Source: an optimization exercise on an open RTL-to-GDS flow (aim: small area, a short achievable clock period and few clock cycles per item). Production flows keep margins and buffers that such runs may drop. The RTL was checked by simulation tests, not by an equivalence proof against the original design.

==> flow/design.v, too long to show whole: its modules and the start of the top module <==
// module rgb_luma_range_compress_top: 2311 lines
module rgb_luma_range_compress_top (
  input  wire logic        clk,
  input  wire logic        rst_n,
  input  wire logic        in_tvalid,
  output logic             in_tready,
  input  wire logic [23:0] in_tdata,
  output logic             out_tvalid,
  input  wire logic        out_tready,
  output logic [23:0]      out_tdata
);
  // ...
==> flow/flow/run.sh <==
#!/bin/bash
# Own layout flow: the standard ORFS flow (standard.sh) with three synthesis changes.
#  1. Yosys's "synth -run fine:" runs with -noabc, so the full adders that the RTL writes
#     through its function fa() reach extract_fa as written.
#  2. extract_fa only looks at the cells made from fa() (selected by their source line),
#     so the carry-propagate adders and the rest stay plain logic for ABC.
#  3. If flow/abc.script exists, ABC maps the logic with it instead of ORFS's script.
#  4. Half-adder cells are don't-use (dontuse.txt: the platform's list plus
#     sky130_fd_sc_hd__ha_*), so only full adders are extracted.
# Registers, their names and their cell types are those of the standard synthesis.
# make's output goes to make.log here; ORFS writes each step's log under orfs/logs.
set -euo pipefail
W=$PWD
LINE=$(grep -n 'function automatic logic \[1:0\] fa(' design.v | head -1 | cut -d: -f1)
{
  echo 'proc synth {args} {'
  echo '  if {[lsearch -exact $args "fine:"] >= 0} {'
  echo '    yosys synth -nofsm -noshare -noabc {*}$args'
  echo '  } else {'
  echo '    yosys synth -nofsm -noshare {*}$args'
  echo '  }'
  echo '}'
  if [[ -n "$LINE" ]]; then
    echo "proc extract_fa {args} { yosys extract_fa {*}\$args a:src=*design.v:$LINE.* }"
  fi
  if [[ -f flow/abc.script ]]; then
    # ABC runs flow/abc.script in place of the ORFS script (same arguments otherwise)
    echo "proc abc {args} { set i [lsearch -exact \$args -script]; if {\$i >= 0} { lset args [expr {\$i+1}] $W/flow/abc.script }; yosys abc {*}\$args }"
  fi
  tail -n +2 synth_recipe.tcl
} > my_synth.tcl
sed -e "s#SYNTH_SCRIPT=[^ ]*#SYNTH_SCRIPT=$W/my_synth.tcl#" standard.sh > my_standard.sh
DU="$(cat flow/dontuse.txt)"
EXTRA=()
if [[ -f flow/extra.mk ]]; then
  while read -r line; do [[ -n "$line" ]] && EXTRA+=("$line"); done < flow/extra.mk
fi
bash my_standard.sh "DONT_USE_CELLS=$DU" "${EXTRA[@]}" finish > make.log 2>&1
==> flow/flow/abc.script <==
&get -n
&st
&dch
&nf
&put
buffer -c
topo
stime -c
upsize -c
dnsize -c
==> flow/flow/dontuse.txt <==
sky130_fd_sc_hd__probe_p_8 sky130_fd_sc_hd__probec_p_8 sky130_fd_sc_hd__lpflow_bleeder_1 sky130_fd_sc_hd__lpflow_clkbufkapwr_1 sky130_fd_sc_hd__lpflow_clkbufkapwr_16 sky130_fd_sc_hd__lpflow_clkbufkapwr_2 sky130_fd_sc_hd__lpflow_clkbufkapwr_4 sky130_fd_sc_hd__lpflow_clkbufkapwr_8 sky130_fd_sc_hd__lpflow_clkinvkapwr_1 sky130_fd_sc_hd__lpflow_clkinvkapwr_16 sky130_fd_sc_hd__lpflow_clkinvkapwr_2 sky130_fd_sc_hd__lpflow_clkinvkapwr_4 sky130_fd_sc_hd__lpflow_clkinvkapwr_8 sky130_fd_sc_hd__lpflow_decapkapwr_12 sky130_fd_sc_hd__lpflow_decapkapwr_3 sky130_fd_sc_hd__lpflow_decapkapwr_4 sky130_fd_sc_hd__lpflow_decapkapwr_6 sky130_fd_sc_hd__lpflow_decapkapwr_8 sky130_fd_sc_hd__lpflow_inputiso0n_1 sky130_fd_sc_hd__lpflow_inputiso0p_1 sky130_fd_sc_hd__lpflow_inputiso1n_1 sky130_fd_sc_hd__lpflow_inputiso1p_1 sky130_fd_sc_hd__lpflow_inputisolatch_1 sky130_fd_sc_hd__lpflow_isobufsrc_1 sky130_fd_sc_hd__lpflow_isobufsrc_16 sky130_fd_sc_hd__lpflow_isobufsrc_2 sky130_fd_sc_hd__lpflow_isobufsrc_4 sky130_fd_sc_hd__lpflow_isobufsrc_8 sky130_fd_sc_hd__lpflow_isobufsrckapwr_16 sky130_fd_sc_hd__lpflow_lsbuf_lh_hl_isowell_tap_1 sky130_fd_sc_hd__lpflow_lsbuf_lh_hl_isowell_tap_2 sky130_fd_sc_hd__lpflow_lsbuf_lh_hl_isowell_tap_4 sky130_fd_sc_hd__lpflow_lsbuf_lh_isowell_4 sky130_fd_sc_hd__lpflow_lsbuf_lh_isowell_tap_1 sky130_fd_sc_hd__lpflow_lsbuf_lh_isowell_tap_2 sky130_fd_sc_hd__lpflow_lsbuf_lh_isowell_tap_4  sky130_fd_sc_hd__ha_1 sky130_fd_sc_hd__ha_2 sky130_fd_sc_hd__ha_4
==> flow/flow/extra.mk <==
BUFFER_PORTS_ARGS=-buffer_cell sky130_fd_sc_hd__buf_1
==> flow/standard.sh <==
#!/bin/bash
# synth_recipe.tcl (not shown) runs the flow's synth.tcl, then flattens the netlist and writes it again
# the make line also repeats each setting of config.mk as NAME=value (left out here)
make -C /OpenROAD-flow-scripts/flow DESIGN_CONFIG=/design/flow/config.mk WORK_HOME=/design/flow/orfs CLKGATE_MAP_FILE= SYNTH_SCRIPT=/design/flow/synth_recipe.tcl "${@:-finish}"
==> flow/config.mk <==
export PLATFORM = sky130hd
export DESIGN_NAME = rgb_luma_range_compress_top
export DESIGN_NICKNAME = rgb_luma_range_compress_top
export VERILOG_FILES = /design/flow/design.v
export SDC_FILE = /design/flow/constraint.sdc
export NUM_CORES = 4
export LEC_CHECK = 0
export CAP_MARGIN = 20
export CORE_MARGIN = 2
export CORE_UTILIZATION = 40
export SLEW_MARGIN = 20
==> flow/constraint.sdc <==
create_clock -name core_clock -period 7.0 [get_ports {clk}]
set_input_delay 1.4000 -clock core_clock [delete_from_list [all_inputs] [get_ports {clk}]]
set_output_delay 1.4000 -clock core_clock [all_outputs]
set_load 0.01 [all_outputs]
==> impl_metrics.py, run 1 <==
metrics = {
    "run_status": {
        "status": "timing/DRC/antenna clean",
    },
    "layout": {
        "multi_input_area_um2": 7510,
        "final_cell_mix": "fa_1 (194), nor2_1 (153), edfxtp_1 (102)",
        "syn_to_final_growth_pct": 6.74,
        "seq_share_pct": 26.5,
        "layout_commonest_cell": "fa_1",
        "multi_input_comb_cells": 794,
        "multi_input_area_share_pct": 63.3,
    },
    "synth": {
        "synth-seq-cells": 106,
        "syn_inst": 994,
        "synth-xor-area-share_pct": 11.0,
        "synth_area_leaders": "fa_1 (35%), edfxtp_1 (28%), xnor2_1 (6.8%)",
        "synth_edf_count": 102,
        "yosys.area.top_type": "fa_1",
    },
    "setup_path": {
        "crit_family": "adder cells",
        "path_depth": 13,
        "critPathLaunch": "q_cb2[2]$_DFFE_PP_",
        "crit_type": "register to register",
        "crit_path_max_incr_delay_ns": 0.58,
        "regToRegEndpoint": "q_s8[8]$_DFFE_PP_",
    },
    "die": {
        "dieArea_um2": 29100,
        "taps": 378,
    },
    "placement": {
        "dp_cells": 1384,
    },
    "cts": {
        "cts_tree": "built",
        "clockBufferDepth": 2,
        "htree_levels": 3,
    },
    "timing": {
        "setup_tns_ns": 0,
    },
    "grt": {
        "track_usage_pct": 15.8,
        "antenna_found_initial": 0,
        "grt_util_met1_pct": 20.0,
    },
    "route": {
        "wl_met3_um": 787,
        "vias": 6833,
    },
}
Testbench counts, summed over its fixed seeds: cycles 16,032, items 16,000.
==> run 2: changes to the inputs <==
--- a/flow/config.mk
+++ b/flow/config.mk
@@ -10,2 +10,3 @@
 export CORE_UTILIZATION = 40
+export SETUP_SLACK_MARGIN = 2.6
 export SLEW_MARGIN = 20
==> impl_metrics.py, run 2 <==
metrics = {
    "die": {
        "dieArea_um2": 29100,
        "placement_rows": 61,
        "initial_core_util_pct": 40.3,
        "coreArea_um2": 27600,
        "fp.dieW_um": 171,
        "fp.dieH_um": 171,
        "io_pins": 54,
    },
    "setup_path": {
        "cp_num_buf_inv": 0,
        "crit_family": "adder cells",
        "slowest_stage": "fa_2",
        "crit_chain": "fa_1 -> fa_2 -> fa_1 -> fa_2 -> fa_2 -> xor2_2 -> nand2_1 -> nor2_2 -> a21oi_4 -> maj3_1 -> xnor2_1",
        "startpoint_type": "register",
        "worst_setup_path_end_kind": "register",
        "crit_required_ns": 7.10,
        "crit_path_max_incr_delay_ns": 0.58,
        "path_max_fanout": 3,
        "cpMostUsedCell": "fa_2",
        "crit_type": "register to register",
        "arrival_ns": 4.44,
    },
    "route": {
        "first_iter_violations": 302,
        "avgRoutedWirePerCell_um": 15.6,
        "vias_per_cell": 4.85,
        "wl_um": 23300,
        "vias": 7229,
        "final_antenna_net_count": 0,
        "firstDrtPassIters": 4,
        "drc_errors": 0,
    },
    "synth": {
        "synthTopCellsByCount": "fa_1 (194), nor2_1 (153), edfxtp_1 (102)",
        "synth-seq-cells": 106,
        "synth_top_area_share_pct": 34.9,
        "yosysWarnings": 1,
        "synth.avg_cell_area_um2": 11.2,
        "seq_area_frac_synth_pct": 28.3,
        "synthFlopType": "edfxtp_1",
        "syn_nets": 1216,
        "yosysUniqueCellTypes": 59,
        "yosys.area.top_type": "fa_1",
        "syn_inst": 994,
        "synth_area_um2": 11100,
        "synth_edf_count": 102,
        "synth_async_sr_flop_share_pct": 0,
        "synth_area_leaders": "fa_1 (35%), edfxtp_1 (28%), xnor2_1 (6.8%)",
        "synth_most_common_cell": "fa_1",
    },
    "layout": {
        "fillers": 2554,
        "largestRegisters": "q_s0 (10), q_s16 (10), q_s8 (10)",
        "final_cell_mix": "fa_1 (187), nor2_1 (149), edfxtp_1 (102)",
        "multi_input_area_um2": 7690,
        "stdcell_area_um2": 12700,
        "drive_above_1_share_pct": 15.0,
        "ff_latch_area_um2": 3140,
        "num_antenna_cells": 0,
        "syn_to_final_growth_pct": 14.3,
        "nets": 1330,
        "layout_commonest_cell": "fa_1",
    },
    "placement": {
        "dp_hpwl_um": 17000,
        "place_area_um2": 11500,
        "io_buffers": 53,
        "dp_slack_ns": 2.40,
        "gp_congestion": 0.861,
    },
    "cts": {
        "cts_tree": "built",
        "clockBufferDepth": 2,
        "htree_levels": 3,
        "clk_latency_ns": 0.35,
        "hold_buffers": 0,
        "numCtsBuffers": 9,
        "clk_pin_slew_ns": 0.08,
        "cts_root_buf": "clkbuf_16",
        "cts_sinks": 106,
    },
    "timing": {
        "relSlewSlack_pct": 35.3,
        "fmax_mhz": 231,
        "finalMaxSlewViolations": 0,
        "hold_viol_final": 0,
        "min_period_ns": 4.34,
        "setup_violations": 0,
        "whs_ns": 0.411,
        "tightest_slew_ns": 0.965,
        "fin_crit_sh_pct": 62.0,
        "setup_tns_ns": 0,
        "skew_ns": 0.0163,
        "timing.final.ws_setup_ns": 2.66,
        "grt_setup_unrepaired": "yes",
    },
    "run_status": {
        "status": "timing/DRC/antenna clean",
    },
    "grt": {
        "grt_overflow": 0,
        "antenna_found_initial": 0,
        "grt_pass1_wl_um": 37300,
        "track_usage_pct": 16.7,
        "grt_max_degree": 68,
        "grt_pass1_vias": 7466,
    },
    "flow_run": {
        "max-cap-violations": 0,
    },
    "min_path": {
        "hp-class": "register to register",
    },
}
[run 2: worst paths after layout]
kind	end	depth (start not counted)	slack (ns)	start
worst max-delay path	q_s8[5]$_DFFE_PP_	11	2.66	q_cb2[3]$_DFFE_PP_
worst min-delay path	q_cb2[3]$_DFFE_PP_	0	0.41	q_cb[3]$_DFFE_PP_
worst max register to register	q_s8[5]$_DFFE_PP_	11	2.66	q_cb2[3]$_DFFE_PP_
worst min register to register	q_cb2[3]$_DFFE_PP_	0	0.41	q_cb[3]$_DFFE_PP_
[run 2: repair_timing]
action | 4_1_cts | 5_1_grt
buffers inserted | 47 | 42
setup endpoints to repair | 15 | 21
pin swaps | 2 | 13
gates cloned | 1 | 1
gates resized for setup | 6 | 30
hold endpoints to repair | 0 | 0
[run 2: layer usage]
layer / global-route usage (%) / share of wire, %
met5: 0 / 0
met4: 4.72 / 2.3
met3: 2.34 / 4.3
met2: 30.3 / 52
met1: 20.9 / 41
[run 2: cell type report]
type                       count  area share (%)
sequential                   106            24.7
clock buffer                   9            1.77
timing repair buffer         143            6.99
inverter                      52            1.57
timing repair inverter         2          0.0788
clock inverter                 7           0.581
tap                          378            3.72
multi-input combinational    794            60.5
[run 2: through the flow]
step,instances,util [%]
after detailed placement,1384,41.9
after floorplan,994,-
after global routing,1491,46.1
after CTS,1448,44.4
after global placement,1384,41.9
final,1491,46.1
[run 2: cell families after synthesis]
family                   Yosys count  share of synthesized area, %
flip-flops                       106                          28.3
buffers and inverters             94                          4.14
AO/OA/AOI/OAI                    129                          7.74
adder cells (fa/ha/maj)          203                          35.7
XOR/XNOR                         139                          11.0
AND/OR/NAND/NOR                  323                          13.1
==> run 3: changes to the inputs <==
==> flow/flow/abc.script (replaced) <==
&get -n
&st
&dc2
&dch
&nf
&put
buffer -c
topo
stime -c
upsize -c
dnsize -c
--- a/flow/config.mk
+++ b/flow/config.mk
@@ -10,3 +10,3 @@
 export CORE_UTILIZATION = 40
-export SETUP_SLACK_MARGIN = 2.6
+export SETUP_SLACK_MARGIN = 2.4
 export SLEW_MARGIN = 20
==> impl_metrics.py, run 3 <==
metrics = {
    "synth": {
        "synth_most_common_cell": "fa_1",
        "synthFlopType": "edfxtp_1",
        "synth_top_area_share_pct": 35.9,
        "synth_area_leaders": "fa_1 (36%), edfxtp_1 (28%), xnor2_1 (5.8%)",
        "seq_area_frac_synth_pct": 29.1,
        "synth-seq-cells": 106,
        "synth_area_um2": 10800,
        "syn_nets": 1163,
        "syn_inst": 941,
        "synthTopCellsByCount": "fa_1 (194), nor2_1 (144), edfxtp_1 (102)",
        "synth.avg_cell_area_um2": 11.5,
        "yosys.area.top_type": "fa_1",
        "synth_edf_count": 102,
        "synth_async_sr_flop_share_pct": 0,
        "yosysWarnings": 1,
        "yosysUniqueCellTypes": 50,
    },
    "grt": {
        "grt_overflow": 0,
        "antenna_found_initial": 0,
        "track_usage_pct": 16.8,
        "grt_pass1_wl_um": 37300,
        "grt_max_degree": 72,
        "grt_pass1_vias": 7376,
    },
    "layout": {
        "final_cell_mix": "fa_1 (192), nor2_1 (140), edfxtp_1 (102)",
        "drive_above_1_share_pct": 15.1,
        "fin_util_pct": 46.3,
        "num_antenna_cells": 0,
        "nets": 1270,
        "layout_commonest_cell": "fa_1",
        "syn_to_final_growth_pct": 14.3,
        "largestRegisters": "q_s0 (10), q_s16 (10), q_s8 (10)",
        "instances_no_fill": 1394,
        "stdcell_area_um2": 12400,
    },
    "timing": {
        "fmax_mhz": 213,
        "setup_tns_ns": 0,
        "whs_ns": 0.422,
        "hold_viol_final": 0,
        "setup_violations": 0,
        "finalMaxSlewViolations": 0,
        "tightest_slew_ns": 0.897,
        "min_period_ns": 4.69,
        "skew_ns": 0.0164,
        "grt_setup_unrepaired": "yes",
        "relSlewSlack_pct": 40.2,
        "fin_crit_sh_pct": 67.0,
    },
    "setup_path": {
        "path_depth": 15,
        "critPathLaunch": "q_g[1]$_DFFE_PP_",
        "r2r-start": "q_g[1]$_DFFE_PP_",
        "arrival_ns": 4.80,
        "crit_path_max_incr_delay_ns": 0.53,
        "crit_family": "adder cells",
        "cp_num_buf_inv": 0,
        "slowest_stage": "fa_1",
        "cpMostUsedCell": "fa_1",
        "crit_type": "register to register",
        "startpoint_type": "register",
        "regToRegEndpoint": "q_cb[6]$_DFFE_PP_",
        "path_max_fanout": 4,
        "worst_setup_path_end_kind": "register",
        "rr_worst_depth": 15,
        "crit_required_ns": 7.11,
        "reg2reg_setup_slack_ns": 2.31,
        "crit_chain": "fa_1 -> fa_1 -> fa_1 -> fa_1 -> o2bb2ai_2 -> a211oi_2 -> o2111a_1 -> o21ai_2 -> a21oi_2 -> o21ai_1 -> o21ai_1 -> a21oi_2 -> maj3_2 -> maj3_2 -> xnor2_1",
    },
    "cts": {
        "cts_tree": "built",
        "clk_latency_ns": 0.37,
        "hold_buffers": 0,
        "clockBufferDepth": 2,
        "htree_levels": 3,
        "clk_pin_slew_ns": 0.09,
        "cts_sinks": 106,
        "numCtsBuffers": 9,
        "cts_root_buf": "clkbuf_16",
    },
    "run_status": {
        "status": "timing/DRC/antenna clean",
    },
    "route": {
        "vias_per_cell": 4.91,
        "wl_um": 22000,
        "first_iter_violations": 395,
        "vias": 6850,
        "avgRoutedWirePerCell_um": 15.8,
        "drc_errors": 0,
        "final_antenna_net_count": 0,
        "firstDrtPassIters": 4,
    },
    "placement": {
        "dp_hpwl_um": 16400,
        "io_buffers": 53,
        "place_area_um2": 11200,
        "gp_congestion": 0.862,
        "dp_cells": 1293,
    },
    "die": {
        "placement_rows": 60,
        "io_pins": 54,
        "fp.dieW_um": 168,
        "dieArea_um2": 28400,
        "coreArea_um2": 26700,
        "fp.dieH_um": 168,
        "initial_core_util_pct": 40.4,
    },
    "flow_run": {
        "max-cap-violations": 0,
    },
    "min_path": {
        "hold-path-endpoint": "q_cr2[0]$_DFFE_PP_",
        "hp-class": "register to register",
        "min_from": "q_cr[0]$_DFFE_PP_",
        "min_path_cells": 0,
    },
}
[run 3: cell count changes in the layout (fill, tap and decap cells not counted), sizes merged, moves of 5 or more]
cell	previous run	this run
a211oi	1	6
a21oi	36	24
maj3	9	15
nand2	74	54
nand2b	18	9
nor2	153	145
xnor2	86	71
xor2	53	61
[run 3: layer usage]
layer	track usage, %	up-vias	routed length (um)
met2	28.7	140	10900
met1	22.0	3378	9600
li1	-	3302	-
met5	0	-	0
met4	5.17	0	524
met3	2.96	30	1010
[run 3: cells by family after synthesis]
logic type	Yosys count	share of synthesized area [%]
AO/OA/AOI/OAI	117	6.96
XOR/XNOR	132	10.7
adder cells (fa/ha/maj)	209	37.4
buffers and inverters	91	4.06
flip-flops	106	29.1
AND/OR/NAND/NOR	286	11.9
[run 3: timing repair]
| action | CTS | global route |
|---|---|---|
| setup endpoints to repair | 16 | 19 |
| pin swaps | 18 | 32 |
| resized for setup | 13 | 24 |
| buffers inserted | 52 | 33 |
[run 3: how the worst max path moves through the flow]
stage	to	slack [ns]
5_1_grt	q_cb[6]$_DFFE_PP_	2.07
6_report	q_cb[6]$_DFFE_PP_	2.31
3_3_place_gp	q_cb[6]$_DFFE_PP_	2.13
4_1_cts	q_cr[7]$_DFFE_PP_	2.29
2_1_floorplan	q_cb[6]$_DFFE_PP_	2.33
3_5_place_dp	q_cb[6]$_DFFE_PP_	2.03
[run 3: stage by stage]
step           setup slack [ns]
6_report                   2.31
5_1_grt                    2.07
4_1_cts                    2.29
3_5_place_dp               2.03
3_3_place_gp               2.13
2_1_floorplan              2.33
[run 3: area by class of cell]
cell class | count | area [um2]
well taps | 341 | 427
clock inverters | 7 | 93.8
clock buffers | 9 | 225
repair buffers | 139 | 865
inverters | 48 | 184
fillers | 2515 | 14400
flip-flops and latches | 106 | 3140
multi-input cells | 744 | 7420
==> run 4: changes to the inputs <==
==> flow/flow/abc.script (replaced) <==
&get -n
&st
&dch
&nf
&put
buffer -c
topo
stime -c
upsize -c
dnsize -c
--- a/flow/config.mk
+++ b/flow/config.mk
@@ -9,3 +9,4 @@
 export CORE_MARGIN = 2
-export CORE_UTILIZATION = 40
+export CORE_UTILIZATION = 50
+export PLACE_DENSITY = 0.65
 export SETUP_SLACK_MARGIN = 2.4
==> impl_metrics.py, run 4 <==
metrics = {
    "die": {
        "coreArea_um2": 21800,
        "fp.dieW_um": 153,
        "io_pins": 54,
        "fp.dieH_um": 153,
        "initial_core_util_pct": 50.9,
        "placement_rows": 54,
        "dieArea_um2": 23400,
    },
    "timing": {
        "hold_viol_final": 0,
        "skew_ns": 0.00906,
        "finalMaxSlewViolations": 0,
        "tightest_slew_ns": 0.947,
        "setup_tns_ns": 0,
        "fin_crit_sh_pct": 63.8,
        "setup_violations": 0,
        "grt_setup_unrepaired": "yes",
        "relSlewSlack_pct": 36.9,
        "fmax_mhz": 224,
        "min_period_ns": 4.47,
        "timing.final.ws_setup_ns": 2.53,
    },
    "route": {
        "avgRoutedWirePerCell_um": 16.1,
        "vias": 7302,
        "wl_um": 22500,
        "vias_per_cell": 5.24,
        "firstDrtPassIters": 7,
        "first_iter_violations": 487,
        "drc_errors": 0,
        "final_antenna_net_count": 0,
    },
    "setup_path": {
        "slowest_stage": "fa_2",
        "r2r-start": "q_cb2[6]$_DFFE_PP_",
        "crit_type": "register to register",
        "cpMostUsedCell": "fa_2",
        "worst_setup_path_end_kind": "register",
        "crit_chain": "fa_2 -> fa_2 -> fa_2 -> fa_2 -> fa_1 -> nor2_2 -> nor2_2 -> a21oi_1 -> o221ai_1 -> a21oi_2 -> o221ai_2 -> a21oi_2 -> xor2_1",
        "rr_worst_depth": 13,
        "path_max_fanout": 5,
        "crit_family": "adder cells",
        "reg2reg_setup_slack_ns": 2.53,
        "arrival_ns": 4.57,
        "crit_path_max_incr_delay_ns": 0.61,
        "cp_num_buf_inv": 0,
        "crit_required_ns": 7.10,
        "startpoint_type": "register",
        "regToRegEndpoint": "q_s8[8]$_DFFE_PP_",
    },
    "synth": {
        "synth_async_sr_flop_share_pct": 0,
        "synth-seq-cells": 106,
        "yosys.area.top_type": "fa_1",
        "synth_area_leaders": "fa_1 (35%), edfxtp_1 (28%), xnor2_1 (6.8%)",
        "synth-compound-area-share_pct": 7.74,
        "synth_area_um2": 11100,
        "yosysUniqueCellTypes": 59,
        "synthTopCellsByCount": "fa_1 (194), nor2_1 (153), edfxtp_1 (102)",
        "synth_most_common_cell": "fa_1",
        "seq_area_frac_synth_pct": 28.3,
        "synthAdderAreaFrac_pct": 35.7,
        "synth_mux_area_share_pct": 0,
        "yosys.area_share.simple_pct": 13.1,
        "synth_top_family_by_area": "adder cells",
        "synth_edf_count": 102,
        "syn_inst": 994,
        "synth_top_area_share_pct": 34.9,
        "synth-xor-area-share_pct": 11.0,
        "yosysWarnings": 1,
        "synth.avg_cell_area_um2": 11.2,
        "synthFlopType": "edfxtp_1",
        "syn_nets": 1216,
    },
    "min_path": {
        "hp-class": "register to register",
        "min_from": "q_cb[7]$_DFFE_PP_",
        "hold-path-endpoint": "q_cb2[7]$_DFFE_PP_",
        "min_path_cells": 0,
    },
    "run_status": {
        "status": "timing/DRC/antenna clean",
    },
    "grt": {
        "antenna_found_initial": 0,
        "track_usage_pct": 19.6,
        "grt_overflow": 0,
        "grt_pass1_wl_um": 36300,
        "grt_max_degree": 76,
        "grt_pass1_vias": 7444,
    },
    "cts": {
        "htree_levels": 3,
        "cts_root_buf": "clkbuf_16",
        "clk_latency_ns": 0.35,
        "clk_pin_slew_ns": 0.07,
        "numCtsBuffers": 9,
        "cts_sinks": 106,
        "cts_tree": "built",
        "hold_buffers": 0,
        "clockBufferDepth": 2,
    },
    "layout": {
        "ff_latch_area_um2": 3140,
        "layout_commonest_cell": "fa_1",
        "syn_to_final_growth_pct": 12.3,
        "final_cell_mix": "fa_1 (190), nor2_1 (150), edfxtp_1 (102)",
        "drive_above_1_share_pct": 13.3,
        "largestRegisters": "q_s0 (10), q_s16 (10), q_s8 (10)",
        "nets": 1331,
        "multi_input_area_um2": 7560,
        "num_antenna_cells": 0,
        "fillers": 1818,
    },
    "flow_run": {
        "max-cap-violations": 0,
    },
    "placement": {
        "dp_hpwl_um": 16700,
        "io_buffers": 53,
        "gp_congestion": 0.914,
        "dp_slack_ns": 2.26,
    },
}
==> run 4: cell count changes after synthesis, sizes merged, moves of 5 or more <==
cell,change
maj3,-6
nand2b,+9
clkbuf,-5
xor2,-8
xnor2,+15
a21oi,+12
a211oi,-5
nand2,+20
nor2,+8
==> run 4: worst max path at each step <==
stage | to | from | slack [ns] | depth (start not counted)
after floorplan | q_s8[8]$_DFFE_PP_ | q_cb2[2]$_DFFE_PP_ | 2.56 | 13
after global placement | q_s8[8]$_DFFE_PP_ | q_cb2[2]$_DFFE_PP_ | 2.34 | 13
after detailed placement | q_s8[8]$_DFFE_PP_ | q_cb2[2]$_DFFE_PP_ | 2.26 | 13
after CTS | q_s8[8]$_DFFE_PP_ | q_cb2[6]$_DFFE_PP_ | 2.41 | 13
after global routing | q_s8[8]$_DFFE_PP_ | q_cb2[6]$_DFFE_PP_ | 2.32 | 13
final | q_s8[8]$_DFFE_PP_ | q_cb2[6]$_DFFE_PP_ | 2.53 | 13
==> run 4: cells by family after synthesis <==
family | count (synthesis)
DFF | 106
AOI/OAI and AO/OA | 129
xor gates and xnor gates | 139
buffers and inverters | 94
and+or+nand+nor | 323
adders and majority gates | 203
==> run 4: final cells by class <==
| type | count | share of cell area [%] |
|---|---|---|
| clock buffer | 9 | 1.80 |
| clock inverter | 6 | 0.592 |
| inverter | 52 | 1.59 |
| multi-input combinational | 794 | 60.6 |
| sequential | 106 | 25.2 |
| tap | 280 | 2.81 |
| timing repair buffer | 146 | 7.39 |
==> run 4: repair_timing <==
item	CTS	global route
setup endpoints to repair	5	18
pin swaps	0	6
setup buffers	11	81
gates resized for setup	2	12
==> run 4: routing by layer <==
layer	wire length [um]	GRT usage, %
met1	9850	25.9
met2	11300	34.0
met3	940	3.18
met4	412	4.81
met5	0	0
==> run 4: per-stage QoR <==
step                      instances  util (%)  cell area [um2]  hold slack (ns)
after floorplan                 994         -            11100            0.400
after global placement         1286      52.3            11400            0.401
after detailed placement       1286      52.3            11400            0.405
after CTS                      1312      54.1            11800            0.422
after global routing           1393      57.2            12500            0.434
final                          1393      57.2            12500            0.422
==> run 5: changes to the inputs <==
--- a/flow/config.mk
+++ b/flow/config.mk
@@ -9,5 +9,4 @@
 export CORE_MARGIN = 2
-export CORE_UTILIZATION = 50
-export PLACE_DENSITY = 0.65
-export SETUP_SLACK_MARGIN = 2.4
+export CORE_UTILIZATION = 40
+export SETUP_SLACK_MARGIN = 2.2
 export SLEW_MARGIN = 20
==> impl_metrics.py, run 5 <==
metrics = {
    "timing": {
        "tightest_slew_ns": 0.847,
        "grt_setup_unrepaired": "yes",
        "setup_tns_ns": 0,
        "fin_crit_sh_pct": 65.0,
        "min_period_ns": 4.55,
        "relSlewSlack_pct": 43.5,
        "finalMaxSlewViolations": 0,
        "whs_ns": 0.414,
        "fmax_mhz": 220,
        "skew_ns": 0.00984,
        "setup_violations": 0,
        "hold_viol_final": 0,
    },
    "synth": {
        "synth_most_common_cell": "fa_1",
        "synth_mux_area_share_pct": 0,
        "synth-xor-area-share_pct": 11.0,
        "synthAdderAreaFrac_pct": 35.7,
        "synth_area_leaders": "fa_1 (35%), edfxtp_1 (28%), xnor2_1 (6.8%)",
        "yosysUniqueCellTypes": 59,
        "synth_area_um2": 11100,
        "synthTopCellsByCount": "fa_1 (194), nor2_1 (153), edfxtp_1 (102)",
        "syn_inst": 994,
        "synth_top_family_by_area": "adder cells",
        "synthFlopType": "edfxtp_1",
        "synth_edf_count": 102,
        "synth-compound-area-share_pct": 7.74,
        "synth.avg_cell_area_um2": 11.2,
        "syn_nets": 1216,
        "yosysWarnings": 1,
        "synth-seq-cells": 106,
        "seq_area_frac_synth_pct": 28.3,
        "synth_async_sr_flop_share_pct": 0,
        "synth_top_area_share_pct": 34.9,
        "yosys.area.top_type": "fa_1",
        "yosys.area_share.simple_pct": 13.1,
    },
    "layout": {
        "final_cell_mix": "fa_1 (194), nor2_1 (152), edfxtp_1 (102)",
        "nets": 1267,
        "syn_to_final_growth_pct": 8.45,
        "layout_commonest_cell": "fa_1",
        "stdcell_area_um2": 12100,
        "drive_above_1_share_pct": 6.95,
        "num_antenna_cells": 0,
        "largestRegisters": "q_s0 (10), q_s16 (10), q_s8 (10)",
    },
    "cts": {
        "clk_pin_slew_ns": 0.08,
        "cts_root_buf": "clkbuf_16",
        "numCtsBuffers": 9,
        "htree_levels": 3,
        "clk_latency_ns": 0.35,
        "clockBufferDepth": 2,
        "cts_tree": "built",
        "cts_sinks": 106,
    },
    "die": {
        "dieArea_um2": 29100,
        "initial_core_util_pct": 40.3,
        "fp.dieH_um": 171,
        "placement_rows": 61,
        "io_pins": 54,
        "fp.dieW_um": 171,
        "coreArea_um2": 27600,
    },
    "route": {
        "final_antenna_net_count": 0,
        "vias_per_cell": 4.85,
        "vias": 6931,
        "avgRoutedWirePerCell_um": 14.8,
        "wl_um": 21200,
        "firstDrtPassIters": 4,
        "drc_errors": 0,
        "first_iter_violations": 328,
    },
    "setup_path": {
        "worst_setup_path_end_kind": "register",
        "arrival_ns": 4.65,
        "path_max_fanout": 11,
        "startpoint_type": "register",
        "crit_type": "register to register",
        "crit_required_ns": 7.10,
    },
    "grt": {
        "grt_pass1_wl_um": 36000,
        "track_usage_pct": 15.9,
        "grt_max_degree": 69,
        "grt_pass1_vias": 7243,
        "grt_overflow": 0,
        "antenna_found_initial": 0,
    },
    "min_path": {
        "hp-class": "register to register",
    },
    "run_status": {
        "status": "timing/DRC/antenna clean",
    },
    "placement": {
        "io_buffers": 53,
        "dp_hpwl_um": 17000,
        "gp_congestion": 0.835,
        "place_area_um2": 11500,
    },
    "flow_run": {
        "max-cap-violations": 0,
    },
}
==> run 5: cell count changes in the layout (fill, tap and decap cells not counted), moves of 2 or more <==
cell / change
a21oi_1: +2
a21oi_2: -2
buf_12: -2
buf_4: -62
clkinv_8: +2
clkinvlp_4: -2
fa_1: +4
fa_2: -4
nor2_1: +2
nor2_2: -2
xor2_1: +2
xor2_2: -2
==> run 5: what timing repair did <==
action / CTS / global route
resized for setup: 0 / 3
setup buffers: 0 / 28
endpoints found under the setup margin: 0 / 10
hold buffers: 0 / 0
endpoints found under the hold margin: 0 / 0
==> run 5: area by class of cell <==
| class | instances | area (um2) |
|---|---|---|
| Timing Repair Buffer | 82 | 417 |
| Sequential cell | 106 | 3140 |
| Clock inverter | 7 | 73.8 |
| Fill cell | 2603 | 15500 |
| Clock buffer | 9 | 225 |
| Inverter | 52 | 199 |
| Tap cell | 378 | 473 |
| Multi-Input combinational cell | 794 | 7520 |
==> run 5: worst paths after layout <==
check | from | to | slack (ns) | cells after the start
setup / recovery | q_g[0]$_DFFE_PP_ | q_cr[7]$_DFFE_PP_ | 2.45 | 12
hold / removal | q_cb[5]$_DFFE_PP_ | q_cb2[5]$_DFFE_PP_ | 0.41 | 0
setup reg to reg | q_g[0]$_DFFE_PP_ | q_cr[7]$_DFFE_PP_ | 2.45 | 12
hold reg to reg | q_cb[5]$_DFFE_PP_ | q_cb2[5]$_DFFE_PP_ | 0.41 | 0
==> run 5: routing by layer <==
metal / global-route usage, % / up-vias / part of all wire, %
met5: 0 / - / 0
met4: 4.01 / 0 / 1.3
met3: 2.13 / 16 / 3.2
met2: 28.8 / 115 / 52
met1: 20.1 / 3456 / 44
li1: - / 3344 / -
==> run 5: logic make-up after synthesis <==
logic type	count (synthesis)
AND/OR/NAND/NOR	323
adder cells (fa/ha/maj)	203
buffers and inverters	94
XOR/XNOR	139
flip-flops	106
AO/OA/AOI/OAI	129
==> run 5: worst max-delay path, stage by stage, from the launching register on <==
cell	delay [ns]
edfxtp_1	0.63
fa_1	0.52
fa_1	0.46
fa_1	0.59
fa_1	0.45
xnor2_1	0.21
nand2_1	0.09
o21ai_0	0.11
a221oi_1	0.33
o21ai_2	0.13
a221o_1	0.35
a32o_1	0.27
xor2_1	0.15
==> run 5: per-stage QoR <==
stage | worst slack, ns | cells | utilization (%)
detailed placement | 2.22 | 1384 | 41.9
finish | 2.45 | 1428 | 43.8
floorplan | 2.56 | 994 | -
CTS | 2.22 | 1400 | 42.9
global route | 2.18 | 1428 | 43.8
global placement | 2.34 | 1384 | 41.9
==> run 6: changes to the inputs <==
--- a/flow/config.mk
+++ b/flow/config.mk
@@ -10,3 +10,3 @@
 export CORE_UTILIZATION = 40
-export SETUP_SLACK_MARGIN = 2.2
+export SETUP_SLACK_MARGIN = 2.5
 export SLEW_MARGIN = 20
==> impl_metrics.py, run 6 <==
metrics = {
    "grt": {
        "grt_pass1_vias": 7451,
        "grt_pass1_wl_um": 37200,
        "grt_overflow": 0,
        "grt_max_degree": 69,
        "antenna_found_initial": 0,
        "track_usage_pct": 16.5,
    },
    "layout": {
        "ff_latch_area_um2": 3140,
        "syn_to_final_growth_pct": 13.1,
        "stdcell_area_um2": 12600,
        "nets": 1321,
        "largestRegisters": "q_s0 (10), q_s16 (10), q_s8 (10)",
        "layout_commonest_cell": "fa_1",
        "final_cell_mix": "fa_1 (190), nor2_1 (148), edfxtp_1 (102)",
        "num_antenna_cells": 0,
        "multi_input_area_um2": 7640,
        "drive_above_1_share_pct": 13.4,
        "fillers": 2563,
    },
    "synth": {
        "yosysUniqueCellTypes": 59,
        "synth_area_leaders": "fa_1 (35%), edfxtp_1 (28%), xnor2_1 (6.8%)",
        "synth-compound-area-share_pct": 7.74,
        "synth_async_sr_flop_share_pct": 0,
        "synthFlopType": "edfxtp_1",
        "synth_area_um2": 11100,
        "yosysWarnings": 1,
        "synth_mux_area_share_pct": 0,
        "syn_inst": 994,
        "synth-seq-cells": 106,
        "yosys.area.top_type": "fa_1",
        "synth_most_common_cell": "fa_1",
        "synth_edf_count": 102,
        "synth.avg_cell_area_um2": 11.2,
        "synthTopCellsByCount": "fa_1 (194), nor2_1 (153), edfxtp_1 (102)",
        "syn_nets": 1216,
        "synth-xor-area-share_pct": 11.0,
        "synth_top_family_by_area": "adder cells",
        "synthAdderAreaFrac_pct": 35.7,
        "seq_area_frac_synth_pct": 28.3,
        "synth_top_area_share_pct": 34.9,
        "yosys.area_share.simple_pct": 13.1,
    },
    "flow_run": {
        "max-cap-violations": 0,
    },
    "die": {
        "io_pins": 54,
        "fp.dieW_um": 171,
        "placement_rows": 61,
        "fp.dieH_um": 171,
        "coreArea_um2": 27600,
        "initial_core_util_pct": 40.3,
        "dieArea_um2": 29100,
    },
    "timing": {
        "finalMaxSlewViolations": 0,
        "whs_ns": 0.415,
        "setup_violations": 0,
        "timing.final.ws_setup_ns": 2.58,
        "relSlewSlack_pct": 43.8,
        "grt_setup_unrepaired": "yes",
        "min_period_ns": 4.42,
        "fin_crit_sh_pct": 63.2,
        "tightest_slew_ns": 0.843,
        "skew_ns": 0.0102,
        "hold_viol_final": 0,
        "fmax_mhz": 226,
        "setup_tns_ns": 0,
    },
    "placement": {
        "dp_hpwl_um": 17000,
        "place_area_um2": 11500,
        "io_buffers": 53,
        "dp_slack_ns": 2.22,
        "gp_congestion": 0.835,
    },
    "setup_path": {
        "critPathLaunch": "q_cb2[6]$_DFFE_PP_",
        "r2r-start": "q_cb2[6]$_DFFE_PP_",
        "path_max_fanout": 3,
        "cp_num_buf_inv": 0,
        "crit_required_ns": 7.11,
        "slowest_stage": "fa_2",
        "crit_chain": "fa_2 -> fa_2 -> fa_2 -> fa_2 -> fa_1 -> and2_1 -> nor2_2 -> a21oi_1 -> o221ai_2 -> a21oi_4 -> o221ai_4 -> a21oi_2 -> xor2_1",
        "arrival_ns": 4.53,
        "crit_path_max_incr_delay_ns": 0.58,
        "crit_type": "register to register",
        "crit_family": "adder cells",
        "worst_setup_path_end_kind": "register",
        "startpoint_type": "register",
        "cpMostUsedCell": "fa_2",
    },
    "run_status": {
        "status": "timing/DRC/antenna clean",
    },
    "cts": {
        "clk_latency_ns": 0.35,
        "hold_buffers": 0,
        "clockBufferDepth": 2,
        "numCtsBuffers": 9,
        "clk_pin_slew_ns": 0.08,
        "cts_sinks": 106,
        "cts_root_buf": "clkbuf_16",
        "cts_tree": "built",
        "htree_levels": 3,
    },
    "route": {
        "vias_per_cell": 4.85,
        "firstDrtPassIters": 7,
        "vias": 7185,
        "avgRoutedWirePerCell_um": 15.4,
        "first_iter_violations": 363,
        "final_antenna_net_count": 0,
        "drc_errors": 0,
        "wl_um": 22800,
    },
    "min_path": {
        "min_from": "q_cb[5]$_DFFE_PP_",
        "hp-class": "register to register",
    },
}
-- run 6: cell counts after synthesis --
No cell type changed its count.
-- run 6: worst reg2reg max path, cell delays in order, from the launching register on --
cell and delay, ns:
edfxtp_1 0.45, fa_2 0.51, fa_2 0.58, fa_2 0.45, fa_2 0.39, fa_1 0.58
and2_1 0.19, nor2_2 0.07, a21oi_1 0.19, o221ai_2 0.13, a21oi_4 0.20, o221ai_4 0.17
a21oi_2 0.18, xor2_1 0.08
-- run 6: final timing paths --
check	end	slack [ns]	depth (start not counted)
setup / recovery	q_s8[8]$_DFFE_PP_	2.58	13
hold / removal	q_cb2[5]$_DFFE_PP_	0.42	0
setup reg to reg	q_s8[8]$_DFFE_PP_	2.58	13
hold reg to reg	q_cb2[5]$_DFFE_PP_	0.42	0
-- run 6: final cells by class --
type	count	area share, %
clock buffers	9	1.79
flip-flops and latches	106	25.0
repair inverters	1	0.0398
inverters	52	1.58
repair buffers	135	6.48
clock inverters	7	0.587
multi-input cells	794	60.8
well taps	378	3.76
-- run 6: repair_timing --
item / in CTS / in global routing
buffers inserted: 34 / 47
setup endpoints to repair: 12 / 18
pin swaps: 0 / 5
gates resized for setup: 4 / 23
gates cloned: 0 / 1
-- run 6: through the flow --
stage | std cells | utilization (%)
detailed placement | 1384 | 41.9
global route | 1482 | 45.6
floorplan | 994 | -
finish | 1482 | 45.6
global placement | 1384 | 41.9
CTS | 1434 | 43.9
-- run 6: logic make-up after synthesis --
logic type | count (synthesis)
adders and majority gates | 203
DFF | 106
buffers and inverters | 94
and+or+nand+nor | 323
xor gates and xnor gates | 139
AOI/OAI and AO/OA | 129
-- run 6: metal layers --
metal / part of all wire [%] / GRT usage [%] / vias up
li1: - / - / 3453
met1: 43 / 20.6 / 3567
met2: 51 / 29.9 / 134
met3: 3.7 / 2.38 / 31
met4: 2.3 / 4.72 / 0
met5: 0 / 0 / -
==> run 7: changes to the inputs <==
--- a/flow/config.mk
+++ b/flow/config.mk
@@ -10,3 +10,5 @@
 export CORE_UTILIZATION = 40
-export SETUP_SLACK_MARGIN = 2.5
+export CTS_BUF_LIST = sky130_fd_sc_hd__clkbuf_8 sky130_fd_sc_hd__clkbuf_4
+export CTS_CLUSTER_DIAMETER = 80
+export CTS_CLUSTER_SIZE = 40
 export SLEW_MARGIN = 20
==> impl_metrics.py, run 7 <==
metrics = {
    "timing": {
        "fmax_mhz": 210,
        "min_period_ns": 4.76,
        "grt_setup_unrepaired": "no",
        "skew_ns": 0.0165,
        "setup_violations": 0,
        "fin_crit_sh_pct": 68.1,
        "tightest_slew_ns": 0.838,
        "finalMaxSlewViolations": 0,
        "timing.final.ws_setup_ns": 2.24,
        "setup_tns_ns": 0,
        "hold_viol_final": 0,
        "relSlewSlack_pct": 44.2,
    },
    "setup_path": {
        "crit_type": "register to register",
        "critPathLaunch": "q_cb2[2]$_DFFE_PP_",
        "crit_chain": "fa_1 -> fa_1 -> fa_1 -> fa_1 -> fa_1 -> and2_1 -> nor2_1 -> a21oi_1 -> o221ai_1 -> a21oi_1 -> o221ai_1 -> a21oi_1 -> xor2_1",
        "slowest_stage": "fa_1",
        "cp_num_buf_inv": 0,
        "path_max_fanout": 5,
        "r2r-start": "q_cb2[2]$_DFFE_PP_",
        "cpMostUsedCell": "fa_1",
        "crit_required_ns": 7.14,
        "worst_setup_path_end_kind": "register",
        "crit_path_max_incr_delay_ns": 0.58,
        "arrival_ns": 4.91,
        "startpoint_type": "register",
        "crit_family": "adder cells",
    },
    "cts": {
        "cts_setup_buffers": 0,
        "clockBufferDepth": 2,
        "cts_root_buf": "clkbuf_8",
        "htree_levels": 3,
        "numCtsBuffers": 9,
        "clk_pin_slew_ns": 0.13,
        "clk_latency_ns": 0.40,
        "cts_resized": 0,
        "cts_sinks": 106,
        "cts_tree": "built",
        "hold_buffers": 0,
    },
    "placement": {
        "gp_congestion": 0.845,
        "io_buffers": 53,
        "dp_slack_ns": 2.22,
        "dp_hpwl_um": 16900,
    },
    "min_path": {
        "min_from": "q_cb[3]$_DFFE_PP_",
        "hp-class": "register to register",
    },
    "layout": {
        "final_cell_mix": "fa_1 (194), nor2_1 (153), edfxtp_1 (102)",
        "syn_to_final_growth_pct": 5.83,
        "fillers": 2590,
        "fin_util_pct": 42.7,
        "layout_commonest_cell": "fa_1",
        "largestRegisters": "q_s0 (10), q_s16 (10), q_s8 (10)",
        "nets": 1239,
        "num_antenna_cells": 0,
        "drive_above_1_share_pct": 4.21,
    },
    "synth": {
        "seq_area_frac_synth_pct": 28.3,
        "syn_nets": 1216,
        "synth_async_sr_flop_share_pct": 0,
        "synth-seq-cells": 106,
        "synth.avg_cell_area_um2": 11.2,
        "synth_edf_count": 102,
        "yosysUniqueCellTypes": 59,
        "synth_most_common_cell": "fa_1",
        "synthFlopType": "edfxtp_1",
        "synthTopCellsByCount": "fa_1 (194), nor2_1 (153), edfxtp_1 (102)",
        "synth_area_leaders": "fa_1 (35%), edfxtp_1 (28%), xnor2_1 (6.8%)",
        "synth_area_um2": 11100,
        "syn_inst": 994,
        "yosys.area.top_type": "fa_1",
        "yosysWarnings": 1,
        "synth_top_area_share_pct": 34.9,
    },
    "flow_run": {
        "max-cap-violations": 0,
    },
    "run_status": {
        "status": "timing/DRC/antenna clean",
    },
    "route": {
        "avgRoutedWirePerCell_um": 15.1,
        "vias_per_cell": 4.92,
        "met2WireLength_um": 10600,
        "drc_errors": 0,
        "top_layer": "met4",
        "firstDrtPassIters": 5,
        "vias": 6893,
        "wl_um": 21100,
        "final_antenna_net_count": 0,
        "wl_met3_um": 767,
        "first_iter_violations": 242,
        "m1WireLength_um": 9250,
    },
    "die": {
        "initial_core_util_pct": 40.3,
        "placement_rows": 61,
        "coreArea_um2": 27600,
        "fp.dieH_um": 171,
        "io_pins": 54,
        "fp.dieW_um": 171,
        "dieArea_um2": 29100,
    },
    "grt": {
        "antenna_found_initial": 0,
        "grt_pass1_wl_um": 35500,
        "grt_pass1_vias": 7136,
        "grt_overflow": 0,
        "grt_max_degree": 68,
        "track_usage_pct": 15.8,
    },
}
[run 7: cell count changes in the layout (fill, tap and decap cells not counted), moves of 3 or more]
cell and delta:
a21oi_1 +5, a21oi_2 -4, buf_4 -81, clkbuf_16 -9, clkbuf_8 +9, fa_1 +4, fa_2 -4, nor2_1 +5
nor2_2 -5, xnor2_1 +3, xnor2_2 -3, xor2_1 +3, xor2_2 -3
[run 7: path summary, 6_finish.rpt]
check	endpoint	slack [ns]	depth (start not counted)
setup reg to reg	q_s8[8]$_DFFE_PP_	2.24	13
hold / removal	q_cb2[3]$_DFFE_PP_	0.42	0
setup / recovery	q_s8[8]$_DFFE_PP_	2.24	13
hold reg to reg	q_cb2[3]$_DFFE_PP_	0.42	0
[run 7: metal layers]
metal	global-route usage [%]	vias up
met2	28.0	145
met1	19.9	3422
met4	4.68	0
met3	2.36	32
li1	-	3294
met5	0	-
[run 7: area by class of cell]
cell class	count	area [um2]	share of cell area, %
tap	378	473	4.02
clock inverter	7	108	0.915
sequential	106	3140	26.7
inverter	52	198	1.68
multi-input combinational	794	7510	63.9
timing repair buffer	54	206	1.75
clock buffer	9	124	1.05
[run 7: worst register-to-register path: cells and delay by family, from the launching register on]
kind,cells,cell delay [ns]
adder cells (fa/ha/maj),5,2.59
AO/OA/AOI/OAI,5,1.04
flip-flops,1,0.57
AND/OR/NAND/NOR,2,0.22
XOR/XNOR,1,0.09
[run 7: cell families after synthesis]
kind of cell | after synthesis | synth area share [%]
DFF | 106 | 28.3
and+or+nand+nor | 323 | 13.1
adders and majority gates | 203 | 35.7
buffers and inverters | 94 | 4.14
AOI/OAI and AO/OA | 129 | 7.74
xor gates and xnor gates | 139 | 11.0
[run 7: per-stage QoR]
stage                     std cells  hold WS [ns]  instance area [um2]
after floorplan                 994         0.400                11100
after global placement         1384         0.402                11500
after detailed placement       1384         0.405                11500
after CTS                      1400         0.428                11800
after global routing           1400         0.439                11800
final                          1400         0.421                11800
==> run 8: changes to the inputs <==
--- a/flow/config.mk
+++ b/flow/config.mk
@@ -10,5 +10,4 @@
 export CORE_UTILIZATION = 40
-export CTS_BUF_LIST = sky130_fd_sc_hd__clkbuf_8 sky130_fd_sc_hd__clkbuf_4
-export CTS_CLUSTER_DIAMETER = 80
-export CTS_CLUSTER_SIZE = 40
+export PLACE_DENSITY = 0.75
+export SETUP_SLACK_MARGIN = 2.4
 export SLEW_MARGIN = 20
==> impl_metrics.py, run 8 <==
metrics = {
    "route": {
        "avgRoutedWirePerCell_um": 15.4,
        "final_antenna_net_count": 0,
        "firstDrtPassIters": 5,
        "wl_um": 22600,
        "vias": 7311,
        "first_iter_violations": 363,
        "vias_per_cell": 4.98,
        "drc_errors": 0,
    },
    "synth": {
        "syn_inst": 994,
        "synth_async_sr_flop_share_pct": 0,
        "synth_most_common_cell": "fa_1",
        "yosysWarnings": 1,
        "synth_edf_count": 102,
        "syn_nets": 1216,
        "synthFlopType": "edfxtp_1",
        "synth.avg_cell_area_um2": 11.2,
        "synth_top_area_share_pct": 34.9,
        "yosys.area.top_type": "fa_1",
        "seq_area_frac_synth_pct": 28.3,
        "yosysUniqueCellTypes": 59,
        "synth_area_um2": 11100,
        "synth-seq-cells": 106,
        "synthTopCellsByCount": "fa_1 (194), nor2_1 (153), edfxtp_1 (102)",
        "synth_area_leaders": "fa_1 (35%), edfxtp_1 (28%), xnor2_1 (6.8%)",
    },
    "cts": {
        "htree_levels": 3,
        "hold_buffers": 0,
        "cts_sinks": 106,
        "cts_tree": "built",
        "clk_latency_ns": 0.36,
        "clockBufferDepth": 2,
        "numCtsBuffers": 9,
        "cts_root_buf": "clkbuf_16",
        "clk_pin_slew_ns": 0.08,
    },
    "setup_path": {
        "r2r-start": "q_cb2[6]$_DFFE_PP_",
        "critPathLaunch": "q_cb2[6]$_DFFE_PP_",
        "startpoint_type": "register",
        "crit_type": "register to register",
        "worst_setup_path_end_kind": "register",
        "slowest_stage": "fa_2",
        "path_max_fanout": 4,
        "crit_chain": "fa_2 -> fa_2 -> fa_1 -> fa_2 -> fa_1 -> and2_4 -> nor2_4 -> a21oi_2 -> o221ai_2 -> a21oi_4 -> maj3_1 -> xnor2_1",
        "crit_required_ns": 7.11,
        "arrival_ns": 4.59,
        "cpMostUsedCell": "fa_2",
        "crit_family": "adder cells",
        "crit_path_max_incr_delay_ns": 0.63,
        "cp_num_buf_inv": 0,
    },
    "die": {
        "coreArea_um2": 27600,
        "initial_core_util_pct": 40.3,
        "fp.dieW_um": 171,
        "dieArea_um2": 29100,
        "fp.dieH_um": 171,
        "io_pins": 54,
        "placement_rows": 61,
    },
    "grt": {
        "grt_overflow": 0,
        "antenna_found_initial": 0,
        "grt_pass1_wl_um": 35400,
        "grt_max_degree": 77,
        "grt_pass1_vias": 7279,
        "track_usage_pct": 15.6,
    },
    "placement": {
        "io_buffers": 53,
        "dp_cells": 1384,
        "gp_congestion": 0.893,
        "dp_hpwl_um": 16800,
    },
    "layout": {
        "num_antenna_cells": 0,
        "layout_commonest_cell": "fa_1",
        "fillers": 2450,
        "instances_no_fill": 1469,
        "final_cell_mix": "fa_1 (191), nor2_1 (149), edfxtp_1 (102)",
        "drive_above_1_share_pct": 11.8,
        "syn_to_final_growth_pct": 12.0,
        "nets": 1308,
        "largestRegisters": "q_s0 (10), q_s16 (10), q_s8 (10)",
    },
    "timing": {
        "fmax_mhz": 223,
        "tightest_slew_ns": 0.964,
        "hold_viol_final": 0,
        "relSlewSlack_pct": 35.7,
        "skew_ns": 0.0182,
        "setup_tns_ns": 0,
        "min_period_ns": 4.48,
        "finalMaxSlewViolations": 0,
        "grt_setup_unrepaired": "no",
        "fin_crit_sh_pct": 64.0,
        "setup_violations": 0,
    },
    "run_status": {
        "status": "timing/DRC/antenna clean",
    },
    "min_path": {
        "min_from": "q_cb[1]$_DFFE_PP_",
        "hp-class": "register to register",
    },
    "flow_run": {
        "max-cap-violations": 0,
    },
}
-- run 8: cell count changes in the layout (fill, tap and decap cells not counted), sizes merged --
cell / previous run / this run
clkinv: 3 / 5
clkinvlp: 0 / 1
buf: 54 / 123
inv: 55 / 52
clkbuf: 9 / 10
bufinv: 1 / 0
-- run 8: per-stage QoR --
stage | hold slack, ns | util [%] | area [um2] | worst slack [ns]
after CTS | 0.423 | 43.1 | 11900 | 2.38
after floorplan | 0.400 | - | 11100 | 2.56
after global routing | 0.430 | 45.2 | 12400 | 2.33
after detailed placement | 0.405 | 41.9 | 11500 | 2.20
after global placement | 0.401 | 41.9 | 11500 | 2.34
final | 0.422 | 45.2 | 12400 | 2.52
-- run 8: final cells by class --
cell class / count / area [um2] / share of cell area [%]
flip-flops and latches: 106 / 3140 / 25.3
inverters: 52 / 199 / 1.60
clock buffers: 10 / 229 / 1.84
repair buffers: 123 / 724 / 5.82
multi-input cells: 794 / 7610 / 61.2
well taps: 378 / 473 / 3.80
clock inverters: 6 / 62.6 / 0.503
-- run 8: cell families (layout without fill, tap and decap cells) --
| group | after synthesis | count (layout) | synth area share (%) |
|---|---|---|---|
| AND/OR/NAND/NOR | 323 | 323 | 13.1 |
| buffers and inverters | 94 | 191 | 4.14 |
| AO/OA/AOI/OAI | 129 | 129 | 7.74 |
| adder cells (fa/ha/maj) | 203 | 203 | 35.7 |
| flip-flops | 106 | 106 | 28.3 |
| XOR/XNOR | 139 | 139 | 11.0 |
-- run 8: final timing paths --
check	to	slack (ns)	cells after the start
max	q_s8[5]$_DFFE_PP_	2.52	12
min	q_cb2[1]$_DFFE_PP_	0.42	0
max reg2reg	q_s8[5]$_DFFE_PP_	2.52	12
min reg2reg	q_cb2[1]$_DFFE_PP_	0.42	0
-- run 8: metal layers --
layer	vias up	wire [um]	global-route usage (%)
li1	3434	-	-
met1	3621	9010	19.1
met2	218	12100	27.9
met3	38	1020	2.91
met4	0	526	4.72
met5	-	0	0
-- run 8: worst register-to-register path: cells and delay by family, from the launching register on --
family                   cells  cell delay (ns)
flip-flops                   1             0.51
adder cells (fa/ha/maj)      6             2.94
AND/OR/NAND/NOR              2             0.33
AO/OA/AOI/OAI                3             0.33
XOR/XNOR                     1             0.13
-- run 8: timing repair --
| action | CTS | global route |
|---|---|---|
| gates resized for setup | 2 | 20 |
| buffers inserted | 5 | 64 |
| cloned | 0 | 0 |
| pin swaps | 0 | 7 |
| endpoints found under the setup margin | 7 | 16 |
==> run 9: changes to the inputs <==
--- a/flow/config.mk
+++ b/flow/config.mk
@@ -10,3 +10,3 @@
 export CORE_UTILIZATION = 40
-export PLACE_DENSITY = 0.75
+export GPL_ROUTABILITY_DRIVEN = 0
 export SETUP_SLACK_MARGIN = 2.4
==> impl_metrics.py, run 9 <==
metrics = {
    "route": {
        "firstDrtPassIters": 5,
        "first_iter_violations": 359,
        "final_antenna_net_count": 0,
        "vias": 7109,
        "wl_um": 22500,
        "drc_errors": 0,
        "vias_per_cell": 4.84,
        "avgRoutedWirePerCell_um": 15.3,
    },
    "timing": {
        "fmax_mhz": 227,
        "timing.final.ws_setup_ns": 2.59,
        "relSlewSlack_pct": 43.7,
        "setup_tns_ns": 0,
        "grt_setup_unrepaired": "no",
        "min_period_ns": 4.41,
        "finalMaxSlewViolations": 0,
        "skew_ns": 0.0107,
        "fin_crit_sh_pct": 63.0,
        "whs_ns": 0.411,
        "hold_viol_final": 0,
        "setup_violations": 0,
        "tightest_slew_ns": 0.840,
    },
    "setup_path": {
        "startpoint_type": "register",
        "worst_setup_path_end_kind": "register",
        "arrival_ns": 4.52,
        "path_max_fanout": 6,
        "rr_worst_depth": 12,
        "crit_type": "register to register",
        "crit_required_ns": 7.11,
    },
    "cts": {
        "cts_sinks": 106,
        "clockBufferDepth": 2,
        "hold_buffers": 0,
        "cts_root_buf": "clkbuf_16",
        "cts_tree": "built",
        "htree_levels": 3,
        "numCtsBuffers": 9,
        "clk_pin_slew_ns": 0.08,
        "clk_latency_ns": 0.35,
    },
    "grt": {
        "antenna_found_initial": 0,
        "grt_overflow": 0,
        "grt_pass1_wl_um": 36900,
        "grt_max_degree": 69,
        "track_usage_pct": 16.4,
        "grt_pass1_vias": 7440,
    },
    "synth": {
        "yosys.area_share.simple_pct": 13.1,
        "seq_area_frac_synth_pct": 28.3,
        "yosysUniqueCellTypes": 59,
        "synth_area_um2": 11100,
        "synth-compound-area-share_pct": 7.74,
        "synthTopCellsByCount": "fa_1 (194), nor2_1 (153), edfxtp_1 (102)",
        "synth_area_leaders": "fa_1 (35%), edfxtp_1 (28%), xnor2_1 (6.8%)",
        "synth_mux_area_share_pct": 0,
        "synth_edf_count": 102,
        "syn_nets": 1216,
        "synth_most_common_cell": "fa_1",
        "synth_top_area_share_pct": 34.9,
        "synth_top_family_by_area": "adder cells",
        "synth_async_sr_flop_share_pct": 0,
        "yosys.area.top_type": "fa_1",
        "synth.avg_cell_area_um2": 11.2,
        "synth-seq-cells": 106,
        "yosysWarnings": 1,
        "synth-xor-area-share_pct": 11.0,
        "synthFlopType": "edfxtp_1",
        "synthAdderAreaFrac_pct": 35.7,
        "syn_inst": 994,
    },
    "placement": {
        "io_buffers": 53,
        "dp_slack_ns": 2.22,
        "place_area_um2": 11500,
        "dp_hpwl_um": 17000,
    },
    "die": {
        "fp.dieH_um": 171,
        "placement_rows": 61,
        "io_pins": 54,
        "initial_core_util_pct": 40.3,
        "fp.dieW_um": 171,
        "dieArea_um2": 29100,
        "coreArea_um2": 27600,
    },
    "run_status": {
        "status": "timing/DRC/antenna clean",
    },
    "layout": {
        "syn_to_final_growth_pct": 11.5,
        "drive_above_1_share_pct": 11.2,
        "nets": 1307,
        "ff_latch_area_um2": 3140,
        "stdcell_area_um2": 12400,
        "final_cell_mix": "fa_1 (191), nor2_1 (150), edfxtp_1 (102)",
        "multi_input_area_um2": 7570,
        "largestRegisters": "q_s0 (10), q_s16 (10), q_s8 (10)",
        "num_antenna_cells": 0,
        "fillers": 2576,
        "layout_commonest_cell": "fa_1",
    },
    "flow_run": {
        "max-cap-violations": 0,
    },
    "min_path": {
        "min_path_cells": 0,
        "hp-class": "register to register",
    },
}
[run 9: cell counts after synthesis]
No cell type changed its count.
[run 9: path summary, 6_finish.rpt]
kind	slack, ns	endpoint	from
worst max register to register	2.59	q_s8[8]$_DFFE_PP_	q_cb2[4]$_DFFE_PP_
worst max-delay path	2.59	q_s8[8]$_DFFE_PP_	q_cb2[4]$_DFFE_PP_
worst min-delay path	0.41	q_cb2[5]$_DFFE_PP_	q_cb[5]$_DFFE_PP_
worst min register to register	0.41	q_cb2[5]$_DFFE_PP_	q_cb[5]$_DFFE_PP_
[run 9: cells by family after synthesis]
group                      after synthesis
xor gates and xnor gates               139
adders and majority gates              203
DFF                                    106
buffers and inverters                   94
AOI/OAI and AO/OA                      129
and+or+nand+nor                        323
[run 9: stage by stage]
stage / cells / util (%)
floorplan: 994 / -
global placement: 1384 / 41.9
detailed placement: 1384 / 41.9
CTS: 1423 / 43.6
global route: 1468 / 45.0
finish: 1468 / 45.0
[run 9: layout make-up]
class,instances,share of cell area (%)
multi-input combinational,794,61.1
sequential,106,25.3
timing repair buffer,121,5.72
tap,378,3.81
clock buffer,9,1.82
inverter,52,1.60
clock inverter,7,0.595
timing repair inverter,1,0.0404
[run 9: timing repair]
item | 4_1_cts | 5_1_grt
endpoints found under the setup margin | 8 | 16
pin swaps | 0 | 1
setup buffers | 23 | 44
resized for setup | 1 | 13
cloned | 0 | 1
[run 9: worst max-delay path, cell delays in order, from the launching register on]
cell	delay, ns
edfxtp_1	0.68
fa_1	0.53
fa_1	0.46
fa_1	0.51
fa_1	0.55
xor2_1	0.18
nor3b_1	0.08
a211oi_1	0.19
a21bo_2	0.28
a21oi_2	0.27
o221ai_4	0.17
a21oi_2	0.19
xor2_1	0.08
[run 9: metal layers]
| layer | wire, um | GRT usage (%) |
|---|---|---|
| met1 | 9560 | 20.1 |
| met2 | 11400 | 29.5 |
| met3 | 940 | 2.68 |
| met4 | 605 | 5.43 |
| met5 | 0 | 0 |

what the ideal ports hide:
In the flow no input, the clock included, has a driving cell. The finished layouts below were timed again as built, in two steps.
Step 1, drivers: a clkbuf_16 drives clk and a buf_2 each remaining input, both assumed.
Step 2 also shifts input and output timing later by t, the mid clock arrival at the registers, as if the neighbouring blocks saw the same clock.
Slacks: no drivers / after step 1 / after step 2; pairs: no drivers / after step 1.
| run | t, ns | setup slack, ns | worst setup path after step 2 |
|---|---|---|---|
| run 1 | 0.401 | 2.246 / 2.246 / 2.246 | register to register |
| run 2 | 0.391 | 2.663 / 2.663 / 2.663 | register to register |
| run 3 | 0.404 | 2.311 / 2.311 / 2.311 | register to register |
| run 4 | 0.394 | 2.534 / 2.534 / 2.534 | register to register |
| run 5 | 0.389 | 2.451 / 2.451 / 2.451 | register to register |
| run 6 | 0.394 | 2.579 / 2.579 / 2.579 | register to register |
| run 7 | 0.427 | 2.236 / 2.236 / 2.236 | register to register |
| run 8 | 0.396 | 2.522 / 2.522 / 2.522 | register to register |
| run 9 | 0.392 | 2.588 / 2.588 / 2.588 | register to register |
After both steps setup and hold are still met in every run listed.
